This design comes from an exercise in tuning for small area, a short achievable clock period and few clock cycles per item on the open sky130 flow, not from production work. Where RTL was checked, it was by simulation tests only, not by an equivalence proof against the original. Power figures rest on the tool's default switching activity, not on a simulated workload.

// region_average_color_core
module region_average_color_core (
	input  logic       clk,
	input  logic       arst_n,
	input  logic       cfg_wr_en,
	input  logic [1:0] cfg_index,
	input  logic [11:0] cfg_data,
	input  logic        pixel_valid,
	output logic        pixel_ready,
	input  logic [10:0] pixel_x,
	input  logic [10:0] pixel_y,
	input  logic [7:0]  pixel_blue,
	input  logic [7:0]  pixel_green,
	input  logic [7:0]  pixel_red,
	input  logic        last_pixel,
	output logic        mean_valid,
	input  logic        mean_ready,
	output logic [7:0]  mean_red,
	output logic [7:0]  mean_green,
	output logic [7:0]  mean_blue,
	output logic [22:0] inside_count,
	output logic        region_empty
);
	localparam int CW = rac_pkg::CNT_W;
	logic in_x, in_y;
	rac_front u_fx (
		.clk    (clk),
		.arst_n (arst_n),
		.wr_lo  (cfg_wr_en && cfg_index == rac_pkg::REG_LEFT),
		.wr_ext (cfg_wr_en && cfg_index == rac_pkg::REG_WIDTH),
		.data   (cfg_data),
		.p      (pixel_x),
		.hit    (in_x)
	);
	rac_front u_fy (
		.clk    (clk),
		.arst_n (arst_n),
		.wr_lo  (cfg_wr_en && cfg_index == rac_pkg::REG_TOP),
		.wr_ext (cfg_wr_en && cfg_index == rac_pkg::REG_HEIGHT),
		.data   (cfg_data),
		.p      (pixel_y),
		.hit    (in_y)
	);
	logic        take, clr, div;
	logic        s_valid, s_hit, s_last;
	logic [7:0]  s_red, s_green, s_blue;
	rac_queue u_in (
		.clk         (clk),
		.arst_n      (arst_n),
		.take        (take),
		.hit         (in_x && in_y),
		.pixel_red   (pixel_red),
		.pixel_green (pixel_green),
		.pixel_blue  (pixel_blue),
		.last_pixel  (last_pixel),
		.s_valid     (s_valid),
		.s_hit       (s_hit),
		.s_red       (s_red),
		.s_green     (s_green),
		.s_blue      (s_blue),
		.s_last      (s_last)
	);
	logic [CW-1:0] tally_q;
	logic          counted;
	logic [CW-1:0] tally_next;
	assign counted = s_valid && s_hit && !tally_q[CW-1];
	rac_inc #(.W(CW)) u_tally (.a(tally_q), .inc(counted), .sum(tally_next));
	always_ff @(posedge clk) begin
		if (clr) begin
			tally_q <= '0;
		end else begin
			tally_q <= tally_next;
		end
	end
	localparam int SW = rac_pkg::SUM_W;
	logic [SW:0] acc_r, acc_g, acc_b, step_b;
  ...
For scale: roughly 200 flip-flops, roughly 120 I/O pins.
clock: 6.0 ns
lec_check: 0
cap_margin: 20
core_margin: 2
core_utilization: 40
setup_slack_margin: 3.6
slew_margin: 20
standard.sh (not shown) runs the stock make flow with config.mk's settings and CLKGATE_MAP_FILE= SYNTH_SCRIPT=/design/flow/synth_recipe.tcl, a recipe that flattens the netlist after the stock synthesis.
==> flow/flow/run.sh <==
#!/bin/bash
# The standard layout (standard.sh, ORFS from synthesis to finish) with one
# change: the buffer placed on each input and output port is the plain
# sky130_fd_sc_hd__buf_1 instead of the delay cell buffer_ports picks by
# default. make's full output goes to standard.log; ORFS's per-step logs stay
# under orfs/logs/.
set -uo pipefail
export BUFFER_PORTS_ARGS="-buffer_cell sky130_fd_sc_hd__buf_1"
bash standard.sh > standard.log 2>&1
The first run passed the timing, design-rule and antenna checks.
Testbench counts at the start, summed over its fixed seeds: cycles 226,313, pixels 216,409.
Next try:
==> flow/run.sh (new file) <==
#!/bin/bash
# synth_recipe.tcl (not shown) runs the flow's synth.tcl, then flattens the netlist and writes it again
# the make line also repeats each setting of config.mk as NAME=value (left out here)
make -C /OpenROAD-flow-scripts/flow DESIGN_CONFIG=/design/flow/config.mk WORK_HOME=/design/flow/orfs CLKGATE_MAP_FILE= SYNTH_SCRIPT=/design/flow/synth_recipe.tcl finish
removed: flow/flow/run.sh
removed: flow/standard.sh
Synthesized cell count does not change.
Global-route usage went down by 0.23 points.
Hold slack gets better by 4.7 ps.
Final area went up by about 4%.
Worst setup slack is better by 13 ps.
Maximum frequency went up by about 0.5%.
Total power grows by about 2%.
Clock power came out higher by about 10%.
Via count goes down by about 1.2%.

* * *

region_average_color_core, a different RTL version from the one above (not shown whole).
For scale: roughly 1800 cells after synthesis, roughly 220 flip-flops, roughly 0.015 sq mm of cells after synthesis.
==> flow/config.mk <==
export PLATFORM = sky130hd
export DESIGN_NAME = region_average_color_core
export DESIGN_NICKNAME = region_average_color_core
export VERILOG_FILES = /design/flow/design.v
export SDC_FILE = /design/flow/constraint.sdc
export NUM_CORES = 4
export LEC_CHECK = 0
export CAP_MARGIN = 20
export CORE_MARGIN = 2
export CORE_UTILIZATION = 40
export SETUP_SLACK_MARGIN = 3.0
export SLEW_MARGIN = 20
==> flow/constraint.sdc <==
create_clock -name core_clock -period 6.0 [get_ports {clk}]
set_input_delay 1.2000 -clock core_clock [delete_from_list [all_inputs] [get_ports {clk}]]
set_output_delay 1.2000 -clock core_clock [all_outputs]
set_load 0.01 [all_outputs]
run.sh (not shown) runs the stock make flow with config.mk's settings and CLKGATE_MAP_FILE= SYNTH_SCRIPT=/design/flow/synth_recipe.tcl, a recipe that flattens the netlist after the stock synthesis.
Stock flow here: none of the scripts above is used.
Change:
Settings changed: SETUP_SLACK_MARGIN 3.0 to 3.5.
Result: Cell area climbs by 11%; utilization came out higher by 5.3 points; non-clock buffer count increases by 134; critical path depth is unchanged; sequential share of layout area shrinks by 2.1 points; routed wire length rose by 11%.
No run of this note included a check of the RTL's function; only the layout flow was run.

* * *

north:
RTL: one of the versions met above, not the one the previous note started from.
For scale: about 1,300 cells after synthesis, about 200 flip-flops, roughly 120 I/O pins, ~12,000 µm² of cells after synthesis.
export LEC_CHECK = 0
export CAP_MARGIN = 20
export CORE_MARGIN = 2
export CORE_UTILIZATION = 40
export SETUP_SLACK_MARGIN = 3.3
export SLEW_MARGIN = 20
create_clock -name core_clock -period 6.0 [get_ports {clk}]
standard.sh (not shown) runs the stock make flow with config.mk's settings and CLKGATE_MAP_FILE= SYNTH_SCRIPT=/design/flow/synth_recipe.tcl, a recipe that flattens the netlist after the stock synthesis.
==> flow/flow/run.sh <==
#!/bin/bash
# The standard layout (standard.sh, ORFS from synthesis to finish) with one
# change: the buffer placed on each input and output port is the plain
# sky130_fd_sc_hd__buf_1 instead of the delay cell buffer_ports picks by
# default. make's full output goes to standard.log; ORFS's per-step logs stay
# under orfs/logs/.
set -uo pipefail
export BUFFER_PORTS_ARGS="-buffer_cell sky130_fd_sc_hd__buf_1"
bash standard.sh > standard.log 2>&1
north | status: complete | timing, DRC, antenna: pass
Testbench counts of north, summed over its fixed seeds: cycles 226,313, pixels 216,409.
The following lists how west was set up differently from north:
==> flow/run.sh (new file) <==
#!/bin/bash
# synth_recipe.tcl (not shown) runs the flow's synth.tcl, then flattens the netlist and writes it again
# the make line also repeats each setting of config.mk as NAME=value (left out here)
make -C /OpenROAD-flow-scripts/flow DESIGN_CONFIG=/design/flow/config.mk WORK_HOME=/design/flow/orfs CLKGATE_MAP_FILE= SYNTH_SCRIPT=/design/flow/synth_recipe.tcl finish
removed: flow/flow/run.sh
removed: flow/standard.sh
==> summary.txt <==
- Delta(clock distribution area overhead in the final layout, west - north) > 0
- As far as smallest hold slack is concerned, north and west perform about the same.
- Higher total half-perimeter wirelength after legalization and detailed placement was reported by west, not north.
- Sort west and north by global-route usage, ascending, and north comes first.
- Summary of west over north: largest driver fanout on the critical path rose 3, portion of total power attributed to the clock network +1.5 points.

* * *

Another version of the RTL of region_average_color_core (not shown whole).
Size: roughly 1,400 cells after synthesis, about 120 I/O pins.
Settings: LEC_CHECK=0, CAP_MARGIN=20, CORE_MARGIN=2, CORE_UTILIZATION=40, SETUP_SLACK_MARGIN=3.8, SLEW_MARGIN=20; clock period 6.0 ns.
==> flow/flow/run.sh <==
#!/bin/bash
# The standard layout (standard.sh, ORFS from synthesis to finish) with one
# change: the buffer placed on each input and output port is the plain
# sky130_fd_sc_hd__buf_1 instead of the delay cell buffer_ports picks by
# default. make's full output goes to standard.log; ORFS's per-step logs stay
# under orfs/logs/.
set -uo pipefail
export BUFFER_PORTS_ARGS="-buffer_cell sky130_fd_sc_hd__buf_1"
bash standard.sh > standard.log 2>&1
Testbench counts at the start, summed over its fixed seeds: cycles 226,409, pixels 216,409.
Next try:
SETUP_SLACK_MARGIN = 3.3   (was 3.8)
After rerunning: The new run produced a clean layout; routed wire length fell by 6.3%; fmax rose by about 2.3%; total power fell by about 11%; non-clock buffer count fell by 80; sequential power barely changes; setup slack improves by 0.057 ns; sequential share of layout area rose by 2.5 points; area after synthesis is unchanged; design area fell by about 10%; die area does not change; first-iteration DRC count fell by 3.4%.
Next try:
CTS_CLUSTER_DIAMETER = 80   (was unset)
CTS_CLUSTER_SIZE = 20   (was unset)
SETUP_SLACK_MARGIN = 3.5   (was 3.3)
Effect:
- The new run ran to the end with no violations
- count of clock-buffer cells in the layout drops by 19
- hold slack is about the same
- setup slack loses 0.075 ns
- synthesized area does not change
- die area is unchanged
- combinational power rises by a few percent
- register-to-register slack degrades by 0.08 ns
- maximum frequency drops by a few percent

* * *

== job 6259 ==
region_average_color_core again, from the RTL that the note above started with.
==> flow/config.mk <==
export PLATFORM = sky130hd
export DESIGN_NAME = region_average_color_core
export DESIGN_NICKNAME = region_average_color_core
export VERILOG_FILES = /design/flow/design.v
export SDC_FILE = /design/flow/constraint.sdc
export NUM_CORES = 4
export LEC_CHECK = 0
export CAP_MARGIN = 20
export CORE_MARGIN = 2
export CORE_UTILIZATION = 40
export SETUP_SLACK_MARGIN = 3.6
export SLEW_MARGIN = 20
==> flow/constraint.sdc <==
create_clock -name core_clock -period 6.0 [get_ports {clk}]
set_input_delay 1.2000 -clock core_clock [delete_from_list [all_inputs] [get_ports {clk}]]
set_output_delay 1.2000 -clock core_clock [all_outputs]
set_load 0.01 [all_outputs]
Scripts as last shown in full above: flow/flow/run.sh
Testbench counts of job 6259, summed over its fixed seeds: cycles 226,409, pixels 216,409.
diff inputs: job 6259 => job 4337
- swapping 40 for 60 in CORE_UTILIZATION
- swapping 3.6 for 3.3 in SETUP_SLACK_MARGIN
Notes after the runs:
The higher endpoint required time on the critical path came out of job 6259.
Job 4337 does worse than job 6259 on worst path setup slack after routing.
Diff job 4337..job 6259 | register bit total from synthesis | unchanged
In the final reports, the cell area of job 4337 is smaller than that of job 6259.
Job 4337 completed end to end with timing, DRC and antenna clean.
Job 4337 vs. job 6259: die area now sits lower; count of non-CTS buffers in the layout now sits lower; overall die width now sits lower.
The uppermost signal routing layer after detailed routing comes out met5 in one run and met4 in the other, namely in job 6259 and job 4337 respectively.
> inputs changed (job 4337 -> job 5404)
- CTS_CLUSTER_SIZE now 20, previously not set
- CORE_UTILIZATION now 40, was 60
- CTS_CLUSTER_DIAMETER now 80, previously not set
Findings:
Job 5404 has completed all stages; timing, DRC and antenna checks passed.
The start point of the critical path comes out u_b.acc_q[7]$_SDFFE_PP0P_ in one run and pixel_y[0] in the other, namely in job 4337 and job 5404 respectively.
Delta (job 5404 minus job 4337): cell area after placement went up; routed wirelength normalized by instance count decreased by 3.4% relative to the old numbers; total length of routed met2 wires roughly the same; setup slack lost 0.0073 ns; reg2reg setup slack now larger.
> inputs changed (job 5404 -> job 6089)
- changing SETUP_SLACK_MARGIN from 3.3 to 3.0
- removing CTS_CLUSTER_DIAMETER (formerly 80)
- removing CTS_CLUSTER_SIZE (formerly 20)
Findings:
On total power, job 6089 does worse than job 5404.
Job 5404 and job 6089 ended up with nearly the same worst hold slack.
Fraction of area in registers (job 6089 over job 5404): decrease, 0.45 points
Between job 5404 and job 6089, first-pass GRT wire length is higher for job 5404, job 6089 comes in under that.
When job 6089 is set beside job 5404, its clock network fraction of design power turns out to be 5.4 points larger.
Job 6089 against job 5404: endpoint required time on the critical path rose 0.05 ns; critical path depth -2.
Job 6089 vs job 5404 — non-clock buffer count dropped 4.0%.
The lower post-CTS resize count came out of job 6089.
Compared to job 5404, job 6089 has number of antenna violations at the first check in global routing 1 lower.
The higher highest clock frequency the design can meet came out of job 5404.

## static timing again, ports no longer ideal
How much do the figures lean on ideal ports? The routed layouts below were timed once more, with nothing changed but the port constraints.
Step 1 assumes that a clkbuf_16 drives the clock port and a buf_2 every other input.
Step 2 times the ports against the registers' clock, not the clock port: input delays grow and output delays shrink by t, the midpoint of the rising clock arrivals with the driver on.
Slacks: ideal ports / drivers / drivers and shift; pairs: ideal ports / drivers.
run	t, ns	setup slack, ns	worst setup path at the end	slew at the worst register clock pin (ns)	pins driven straight from the clock port
the first run of note 1	0.570	3.400 / 3.400 / 2.853	input to register	0.06 / 0.06	1
the second run of note 1	0.569	3.412 / 3.431 / 2.862	input to register	0.06 / 0.06	1
the first run of note 2	0.600	2.864 / 2.864 / 2.613	input to register	0.07 / 0.07	1
the second run of note 2	0.595	2.742 / 2.742 / 2.742	register to register	0.06 / 0.06	1
north	0.560	3.301 / 3.307 / 2.747	input to register	0.06 / 0.06	1
west	0.571	3.333 / 3.281 / 2.818	input to register	0.06 / 0.06	1
the first run of note 4	0.593	3.399 / 3.399 / 3.208	input to register	0.06 / 0.06	1
the second run of note 4	0.593	3.456 / 3.456 / 2.906	input to register	0.06 / 0.06	1
the third run of note 4	0.544	3.381 / 3.381 / 3.157	input to register	0.09 / 0.09	1
job 6259	0.579	3.453 / 3.453 / 3.156	input to register	0.06 / 0.06	1
job 4337	0.574	3.419 / 3.419 / 3.091	input to register	0.06 / 0.06	1
job 5404	0.536	3.412 / 3.439 / 2.903	input to register	0.09 / 0.09	1
job 6089	0.582	3.196 / 3.196 / 2.902	input to register	0.06 / 0.06	1
After both steps every run listed still meets setup and hold. For north, which loses most, drivers alone change the setup slack by +0.006 ns; drivers and shift together by -0.554 ns.
